What follows belongs to an exercise in optimizing a design on an open flow for a short achievable clock period and few clock cycles per item; a production flow would make more cautious choices. In this exercise RTL edits were held to simulation tests only and were not proved equivalent to the original. Power and IR drop assume default switching activity.

// pixel_frame_statistics_unit
module pixel_frame_statistics_unit (
    input  logic                      i_clk,
    input  logic                      i_rst_n,
    input  logic                      i_cfg_we,
    input  logic [pfs_pkg::CFG_W-1:0] i_cfg_wdata,
    input  logic                      i_pix_valid,
    output logic                      o_pix_ready,
    input  logic [24:0]               i_pix,
    output logic                      o_rpt_valid,
    input  logic                      i_rpt_ready,
    output logic [50:0]               o_rpt
);
    localparam int QD = 4;                    
    logic        r_ready;             
    logic        r_busy;              
    logic        rst_q;               
    logic        a_v;
    logic [24:0] a_pix;
    logic [7:0]  a_xs;                
    logic [7:0]  a_xc;                
    logic        a_we;
    logic [12:0] a_wd;
    logic        a_wdz;               
    logic        a_wdbig;             
    logic        a_wdle1;             
    logic [7:0]  in_r, in_g, in_b;
    assign o_pix_ready = r_ready;
    assign in_r = i_pix[24:17];
    assign in_g = i_pix[16:9];
    assign in_b = i_pix[8:1];
    always_ff @(posedge i_clk) begin
        rst_q   <= !i_rst_n;
        a_v     <= i_rst_n & i_pix_valid & !r_busy;
        a_pix   <= i_pix;
        a_xs    <= in_r ^ in_g ^ in_b;
        a_xc    <= (in_r & in_g) | (in_r & in_b) | (in_g & in_b);
        a_we    <= i_rst_n & i_cfg_we;
        a_wd    <= i_cfg_wdata;
        a_wdz   <= (i_cfg_wdata == 13'd0);
        a_wdbig <= i_cfg_wdata[12] && (i_cfg_wdata[11:0] != 12'd0);
        a_wdle1 <= (i_cfg_wdata[12:1] == 12'd0);
    end
    logic [12:0] r_weff;
    logic        r_w1;                
    logic [11:0] r_col, r_row;
    logic [12:0] r_cp1, r_cp2;
    logic        r_wrap;
    logic        nx_w1;
    logic        cp1_ge_new, cp2_ge_new, cp2_ge_cur;
    logic        b_v, b_eof;
    logic [9:0]  b_sum;
  ...
Size in the first run: roughly 42000 um2 of cells after synthesis.
Settings: LEC_CHECK=0, ABC_CLOCK_PERIOD_IN_PS=1500, CAP_MARGIN=20, CORE_MARGIN=2, CORE_UTILIZATION=40, CTS_CLUSTER_DIAMETER=80, CTS_CLUSTER_SIZE=20, PLACE_DENSITY=0.6, SETUP_SLACK_MARGIN=2.8, SLEW_MARGIN=20; clock period 4.5 ns.
standard.sh (not shown) runs the stock make flow with config.mk's settings and CLKGATE_MAP_FILE= SYNTH_SCRIPT=/design/flow/synth_recipe.tcl, a recipe that flattens the netlist after the stock synthesis.
==> flow/flow/run.sh <==
#!/bin/bash
# The standard layout, except that after placement each output port's
# buffer is moved next to the flip-flop that drives it (flow/near.tcl) and
# the placement is legalized again; then the standard flow carries on from
# clock tree synthesis. Synthesis is the standard one. Each tool's output
# goes to a log of its own here: orfs_place.log, near.log, orfs_finish.log
# (ORFS also keeps per-step logs under orfs/logs).
set -euo pipefail
bash standard.sh place > orfs_place.log 2>&1
RES=$(ls -d "$PWD"/orfs/results/*/pixel_frame_statistics_unit/base)
PLATFORM_DIR="$FLOW_HOME/platforms/$FLOW_PLATFORM" RESULTS="$RES" \
  openroad -no_init -exit flow/near.tcl > near.log 2>&1
bash standard.sh finish > orfs_finish.log 2>&1
==> flow/flow/near.tcl <==
# Moves each output port's buffer next to the flip-flop that drives it, so
# that the flip-flop's output sees one short wire, then legalizes. Reads and
# writes the placed design in place (ORFS's 3_place.odb).
set plat $::env(PLATFORM_DIR)
set res $::env(RESULTS)
read_db $res/3_place.odb
set block [ord::get_db_block]
set moved 0
foreach bt [$block getBTerms] {
  if {[$bt getIoType] ne "OUTPUT"} continue
  set net [$bt getNet]
  if {$net eq "NULL"} continue
  set buf ""
  foreach it [$net getITerms] {
    if {[$it isOutputSignal]} { set buf [$it getInst] }
  }
  if {$buf eq ""} continue
  # the buffer's input net and its driver
  set src ""
  foreach it [$buf getITerms] {
    if {[$it isInputSignal]} {
      set n [$it getNet]
      if {$n eq "NULL"} continue
      foreach jt [$n getITerms] { if {[$jt isOutputSignal]} { set src [$jt getInst] } }
    }
  }
  if {$src eq ""} continue
  lassign [$src getLocation] x y
  $buf setLocation $x $y
  incr moved
}
puts "near: moved $moved output buffers"
detailed_placement
check_placement -verbose
write_db $res/3_place.odb
Testbench counts at the start, summed over its fixed seeds: cycles 11,236, pixels 11,032.
==> next run, changes <==
==> flow/run.sh (new file) <==
#!/bin/bash
# synth_recipe.tcl (not shown) runs the flow's synth.tcl, then flattens the netlist and writes it again
# the make line also repeats each setting of config.mk as NAME=value (left out here)
make -C /OpenROAD-flow-scripts/flow DESIGN_CONFIG=/design/flow/config.mk WORK_HOME=/design/flow/orfs CLKGATE_MAP_FILE= SYNTH_SCRIPT=/design/flow/synth_recipe.tcl finish
- CTS_CLUSTER_DIAMETER: 80 -> 60
- CTS_CLUSTER_SIZE: 20 -> 25
removed: flow/flow/run.sh
removed: flow/flow/near.tcl
removed: flow/standard.sh
The new run finished with timing, DRC and antenna clean. Final area goes up slightly. Routed wire length drops slightly. Maximum frequency falls by a few percent. Utilization goes up by 0.53 points. Setup slack got worse by 0.049 ns. Cell count came out higher slightly. Via count shrinks slightly. Clock power climbs by roughly a tenth.
==> next run, changes <==
==> flow/flow/run.sh (new file) <==
#!/bin/bash
# The standard layout, except that after placement each output port's
# buffer is moved next to the flip-flop that drives it (flow/near.tcl) and
# the placement is legalized again; then the standard flow carries on from
# clock tree synthesis. Synthesis is the standard one. Each tool's output
# goes to a log of its own here: orfs_place.log, near.log, orfs_finish.log
# (ORFS also keeps per-step logs under orfs/logs).
set -euo pipefail
bash standard.sh place > orfs_place.log 2>&1
RES=$(ls -d "$PWD"/orfs/results/*/pixel_frame_statistics_unit/base)
PLATFORM_DIR="$FLOW_HOME/platforms/$FLOW_PLATFORM" RESULTS="$RES" \
  openroad -no_init -exit flow/near.tcl > near.log 2>&1
bash standard.sh finish > orfs_finish.log 2>&1
==> flow/flow/near.tcl (new file) <==
# Moves each output port's buffer next to the flip-flop that drives it, so
# that the flip-flop's output sees one short wire, then legalizes. Reads and
# writes the placed design in place (ORFS's 3_place.odb).
set plat $::env(PLATFORM_DIR)
set res $::env(RESULTS)
read_db $res/3_place.odb
set block [ord::get_db_block]
set moved 0
foreach bt [$block getBTerms] {
  if {[$bt getIoType] ne "OUTPUT"} continue
  set net [$bt getNet]
  if {$net eq "NULL"} continue
  set buf ""
  foreach it [$net getITerms] {
    if {[$it isOutputSignal]} { set buf [$it getInst] }
  }
  if {$buf eq ""} continue
  # the buffer's input net and its driver
  set src ""
  foreach it [$buf getITerms] {
    if {[$it isInputSignal]} {
      set n [$it getNet]
      if {$n eq "NULL"} continue
      foreach jt [$n getITerms] { if {[$jt isOutputSignal]} { set src [$jt getInst] } }
    }
  }
  if {$src eq ""} continue
  lassign [$src getLocation] x y
  $buf setLocation $x $y
  incr moved
}
puts "near: moved $moved output buffers"
detailed_placement
check_placement -verbose
write_db $res/3_place.odb
==> flow/standard.sh (new file) <==
#!/bin/bash
# synth_recipe.tcl (not shown) runs the flow's synth.tcl, then flattens the netlist and writes it again
# the make line also repeats each setting of config.mk as NAME=value (left out here)
make -C /OpenROAD-flow-scripts/flow DESIGN_CONFIG=/design/flow/config.mk WORK_HOME=/design/flow/orfs CLKGATE_MAP_FILE= SYNTH_SCRIPT=/design/flow/synth_recipe.tcl "${@:-finish}"
- CTS_CLUSTER_DIAMETER: 60 -> 80
- CTS_CLUSTER_SIZE: 25 -> 20
- SETUP_SLACK_MARGIN: 2.8 -> 2.6
removed: flow/run.sh
=> Wire length shrinks by 7.2%; final cell count shrinks by about 2.5%; design area shrinks by 6.4%; maximum frequency grows by about 3%.
==> next run, changes <==
==> flow/run.sh (new file) <==
#!/bin/bash
# synth_recipe.tcl (not shown) runs the flow's synth.tcl, then flattens the netlist and writes it again
# the make line also repeats each setting of config.mk as NAME=value (left out here)
make -C /OpenROAD-flow-scripts/flow DESIGN_CONFIG=/design/flow/config.mk WORK_HOME=/design/flow/orfs CLKGATE_MAP_FILE= SYNTH_SCRIPT=/design/flow/synth_recipe.tcl finish
- CTS_CLUSTER_DIAMETER: 80 -> not set
- CTS_CLUSTER_SIZE: 20 -> not set
- SETUP_SLACK_MARGIN: 2.6 -> 2.8
removed: flow/flow/run.sh
removed: flow/flow/near.tcl
removed: flow/standard.sh
After rerunning: The changed run went through all stages and came out clean. Setup slack gets worse by 0.090 ns. Non-clock buffer count goes up by 98. Wire length grows by 7.1%.

* * *

Starting RTL as in the previous note.
// pixel_frame_statistics_unit
module pixel_frame_statistics_unit (
    input  logic                      i_clk,
    input  logic                      i_rst_n,
    input  logic                      i_cfg_we,
    input  logic [pfs_pkg::CFG_W-1:0] i_cfg_wdata,
    input  logic                      i_pix_valid,
    output logic                      o_pix_ready,
    input  logic [24:0]               i_pix,
    output logic                      o_rpt_valid,
    input  logic                      i_rpt_ready,
    output logic [50:0]               o_rpt
);
    localparam int QD = 4;                    
    logic        r_ready;             
    logic        r_busy;              
    logic        rst_q;               
    logic        a_v;
    logic [24:0] a_pix;
    logic [7:0]  a_xs;                
    logic [7:0]  a_xc;                
    logic        a_we;
    logic [12:0] a_wd;
    logic        a_wdz;               
    logic        a_wdbig;             
    logic        a_wdle1;             
    logic [7:0]  in_r, in_g, in_b;
    assign o_pix_ready = r_ready;
    assign in_r = i_pix[24:17];
    assign in_g = i_pix[16:9];
    assign in_b = i_pix[8:1];
    always_ff @(posedge i_clk) begin
        rst_q   <= !i_rst_n;
        a_v     <= i_rst_n & i_pix_valid & !r_busy;
        a_pix   <= i_pix;
        a_xs    <= in_r ^ in_g ^ in_b;
        a_xc    <= (in_r & in_g) | (in_r & in_b) | (in_g & in_b);
        a_we    <= i_rst_n & i_cfg_we;
        a_wd    <= i_cfg_wdata;
        a_wdz   <= (i_cfg_wdata == 13'd0);
        a_wdbig <= i_cfg_wdata[12] && (i_cfg_wdata[11:0] != 12'd0);
        a_wdle1 <= (i_cfg_wdata[12:1] == 12'd0);
    end
    logic [12:0] r_weff;
    logic        r_w1;                
    logic [11:0] r_col, r_row;
    logic [12:0] r_cp1, r_cp2;
    logic        r_wrap;
    logic        nx_w1;
    logic        cp1_ge_new, cp2_ge_new, cp2_ge_cur;
    logic        b_v, b_eof;
    logic [9:0]  b_sum;
    logic [47:0] b_rec;               
    assign nx_w1      = a_we ? a_wdle1 : r_w1;
    assign cp1_ge_new = a_wdz || (a_wdbig ? r_cp1[12] : (r_cp1 >= a_wd));
    assign cp2_ge_new = a_wdz || (a_wdbig ? r_cp2[12] : (r_cp2 >= a_wd));
    assign cp2_ge_cur = (r_cp2 >= r_weff);
  ...
clock: 4.5 ns
lec_check: 0
abc_clock_period_in_ps: 1500
cap_margin: 20
core_margin: 2
core_utilization: 40
place_density: 0.6
setup_slack_margin: 2.8
slew_margin: 20
==> flow/flow/run.sh <==
#!/bin/bash
# The standard layout, with the report-side ports (o_rpt, o_rpt_valid,
# i_rpt_ready) kept together on the middle of the die's right edge, so that
# the output registers sit next to their port buffers. Everything else,
# synthesis included, is the standard flow. The full make output (every
# tool's) goes to orfs.log; ORFS keeps its per-step logs under orfs/logs.
set -euo pipefail
export IO_CONSTRAINTS="$PWD/flow/io.tcl"
bash standard.sh finish > orfs.log 2>&1
==> flow/flow/io.tcl <==
# Pin constraints read by ORFS's floorplan step (IO_CONSTRAINTS): the
# report-side ports go together on the middle of the right edge.
set_io_pin_constraint -pin_names {o_rpt[0] o_rpt[1] o_rpt[2] o_rpt[3] o_rpt[4] o_rpt[5] o_rpt[6] o_rpt[7] o_rpt[8] o_rpt[9] o_rpt[10] o_rpt[11] o_rpt[12] o_rpt[13] o_rpt[14] o_rpt[15] o_rpt[16] o_rpt[17] o_rpt[18] o_rpt[19] o_rpt[20] o_rpt[21] o_rpt[22] o_rpt[23] o_rpt[24] o_rpt[25] o_rpt[26] o_rpt[27] o_rpt[28] o_rpt[29] o_rpt[30] o_rpt[31] o_rpt[32] o_rpt[33] o_rpt[34] o_rpt[35] o_rpt[36] o_rpt[37] o_rpt[38] o_rpt[39] o_rpt[40] o_rpt[41] o_rpt[42] o_rpt[43] o_rpt[44] o_rpt[45] o_rpt[46] o_rpt[47] o_rpt[48] o_rpt[49] o_rpt[50] o_rpt_valid i_rpt_ready} -region right:100-220
Testbench counts at the start, summed over its fixed seeds: cycles 11,236, pixels 11,032.
Rerun with:
==> flow/run.sh (new file) <==
#!/bin/bash
# synth_recipe.tcl (not shown) runs the flow's synth.tcl, then flattens the netlist and writes it again
# the make line also repeats each setting of config.mk as NAME=value (left out here)
make -C /OpenROAD-flow-scripts/flow DESIGN_CONFIG=/design/flow/config.mk WORK_HOME=/design/flow/orfs CLKGATE_MAP_FILE= SYNTH_SCRIPT=/design/flow/synth_recipe.tcl finish
SETUP_SLACK_MARGIN = 3.0   (was 2.8)
removed: flow/flow/run.sh
removed: flow/flow/io.tcl
removed: flow/standard.sh
The new run completed with no timing, DRC or antenna violations.
Setup slack improves by 0.010 ns.
Area after synthesis stays the same.
Wire length goes up by a few percent.
Global-route usage goes up by 0.28 points.
Via count goes up slightly.
Non-clock buffer count goes up by 70.
Die area is unchanged.
Rerun with:
==> flow/flow/run.sh (new file) <==
#!/bin/bash
# The standard layout, except that after placement each output port's
# buffer is moved next to the flip-flop that drives it (flow/near.tcl) and
# the placement is legalized again; then the standard flow carries on from
# clock tree synthesis. Synthesis is the standard one. Each tool's output
# goes to a log of its own here: orfs_place.log, near.log, orfs_finish.log
# (ORFS also keeps per-step logs under orfs/logs).
set -euo pipefail
bash standard.sh place > orfs_place.log 2>&1
RES=$(ls -d "$PWD"/orfs/results/*/pixel_frame_statistics_unit/base)
PLATFORM_DIR="$FLOW_HOME/platforms/$FLOW_PLATFORM" RESULTS="$RES" \
  openroad -no_init -exit flow/near.tcl > near.log 2>&1
bash standard.sh finish > orfs_finish.log 2>&1
==> flow/flow/near.tcl (new file) <==
# Moves each output port's buffer next to the flip-flop that drives it, so
# that the flip-flop's output sees one short wire, then legalizes. Reads and
# writes the placed design in place (ORFS's 3_place.odb).
set plat $::env(PLATFORM_DIR)
set res $::env(RESULTS)
read_db $res/3_place.odb
set block [ord::get_db_block]
set moved 0
foreach bt [$block getBTerms] {
  if {[$bt getIoType] ne "OUTPUT"} continue
  set net [$bt getNet]
  if {$net eq "NULL"} continue
  set buf ""
  foreach it [$net getITerms] {
    if {[$it isOutputSignal]} { set buf [$it getInst] }
  }
  if {$buf eq ""} continue
  # the buffer's input net and its driver
  set src ""
  foreach it [$buf getITerms] {
    if {[$it isInputSignal]} {
      set n [$it getNet]
      if {$n eq "NULL"} continue
      foreach jt [$n getITerms] { if {[$jt isOutputSignal]} { set src [$jt getInst] } }
    }
  }
  if {$src eq ""} continue
  lassign [$src getLocation] x y
  $buf setLocation $x $y
  incr moved
}
puts "near: moved $moved output buffers"
detailed_placement
check_placement -verbose
write_db $res/3_place.odb
==> flow/standard.sh (new file) <==
#!/bin/bash
# synth_recipe.tcl (not shown) runs the flow's synth.tcl, then flattens the netlist and writes it again
# the make line also repeats each setting of config.mk as NAME=value (left out here)
make -C /OpenROAD-flow-scripts/flow DESIGN_CONFIG=/design/flow/config.mk WORK_HOME=/design/flow/orfs CLKGATE_MAP_FILE= SYNTH_SCRIPT=/design/flow/synth_recipe.tcl "${@:-finish}"
CTS_CLUSTER_DIAMETER = 60   (was not set)
CTS_CLUSTER_SIZE = 25   (was not set)
SETUP_SLACK_MARGIN = 2.8   (was 3.0)
removed: flow/run.sh
Effect: Worst hold slack improved by 0.0037 ns. Sequential share of layout area climbs by 2.9 points. Synthesized area stays the same. Design area decreases by 5.6%.
Rerun with:
==> flow/run.sh (new file) <==
#!/bin/bash
# synth_recipe.tcl (not shown) runs the flow's synth.tcl, then flattens the netlist and writes it again
# the make line also repeats each setting of config.mk as NAME=value (left out here)
make -C /OpenROAD-flow-scripts/flow DESIGN_CONFIG=/design/flow/config.mk WORK_HOME=/design/flow/orfs CLKGATE_MAP_FILE= SYNTH_SCRIPT=/design/flow/synth_recipe.tcl finish
CTS_CLUSTER_DIAMETER = 80   (was 60)
CTS_CLUSTER_SIZE = 20   (was 25)
removed: flow/flow/run.sh
removed: flow/flow/near.tcl
removed: flow/standard.sh
After rerunning: Clock power drops by about 12%. Clock-buffer cell count goes up by 24. Synthesized area does not change. Wire length drops by 2.4%.

==> afterwards: timing with drivers on the ports <==
In the flow no input, the clock included, has a driving cell. The finished layouts below were timed again as built, in two steps.
Step 1 sets driving cells, clkbuf_16 on the clock port and buf_2 on the other inputs (assumed; they add their load-dependent delay and slew).
Step 2 also shifts input and output timing later by t, the mid clock arrival at the registers, as if the neighbouring blocks saw the same clock.
Slacks: ideal ports / drivers / drivers and shift; pairs: ideal ports / drivers.
run	t, ns	slack for setup (ns)	clock arrival spread, ns	slew at the worst register clock pin (ns)	pins driven straight from the clock port
the first run of note 1	0.708	2.478 / 2.413 / 2.143	0.034 / 0.034	0.09 / 0.09	1
the second run of note 1	0.714	2.429 / 2.364 / 2.120	0.041 / 0.041	0.10 / 0.10	1
the third run of note 1	0.693	2.490 / 2.428 / 2.021	0.025 / 0.025	0.09 / 0.09	1
the fourth run of note 1	0.748	2.400 / 2.335 / 2.050	0.027 / 0.027	0.07 / 0.07	1
the first run of note 2	0.758	2.351 / 2.283 / 2.148	0.066 / 0.065	0.07 / 0.07	1
the second run of note 2	0.760	2.361 / 2.293 / 2.085	0.029 / 0.030	0.07 / 0.07	1
the third run of note 2	0.711	2.452 / 2.385 / 2.144	0.042 / 0.042	0.10 / 0.10	1
the fourth run of note 2	0.706	2.444 / 2.376 / 2.080	0.034 / 0.035	0.09 / 0.09	1
After both steps every run listed still meets setup and hold. For the third run of note 1, which loses most, drivers alone change the setup slack by -0.062 ns; drivers and shift together by -0.469 ns.
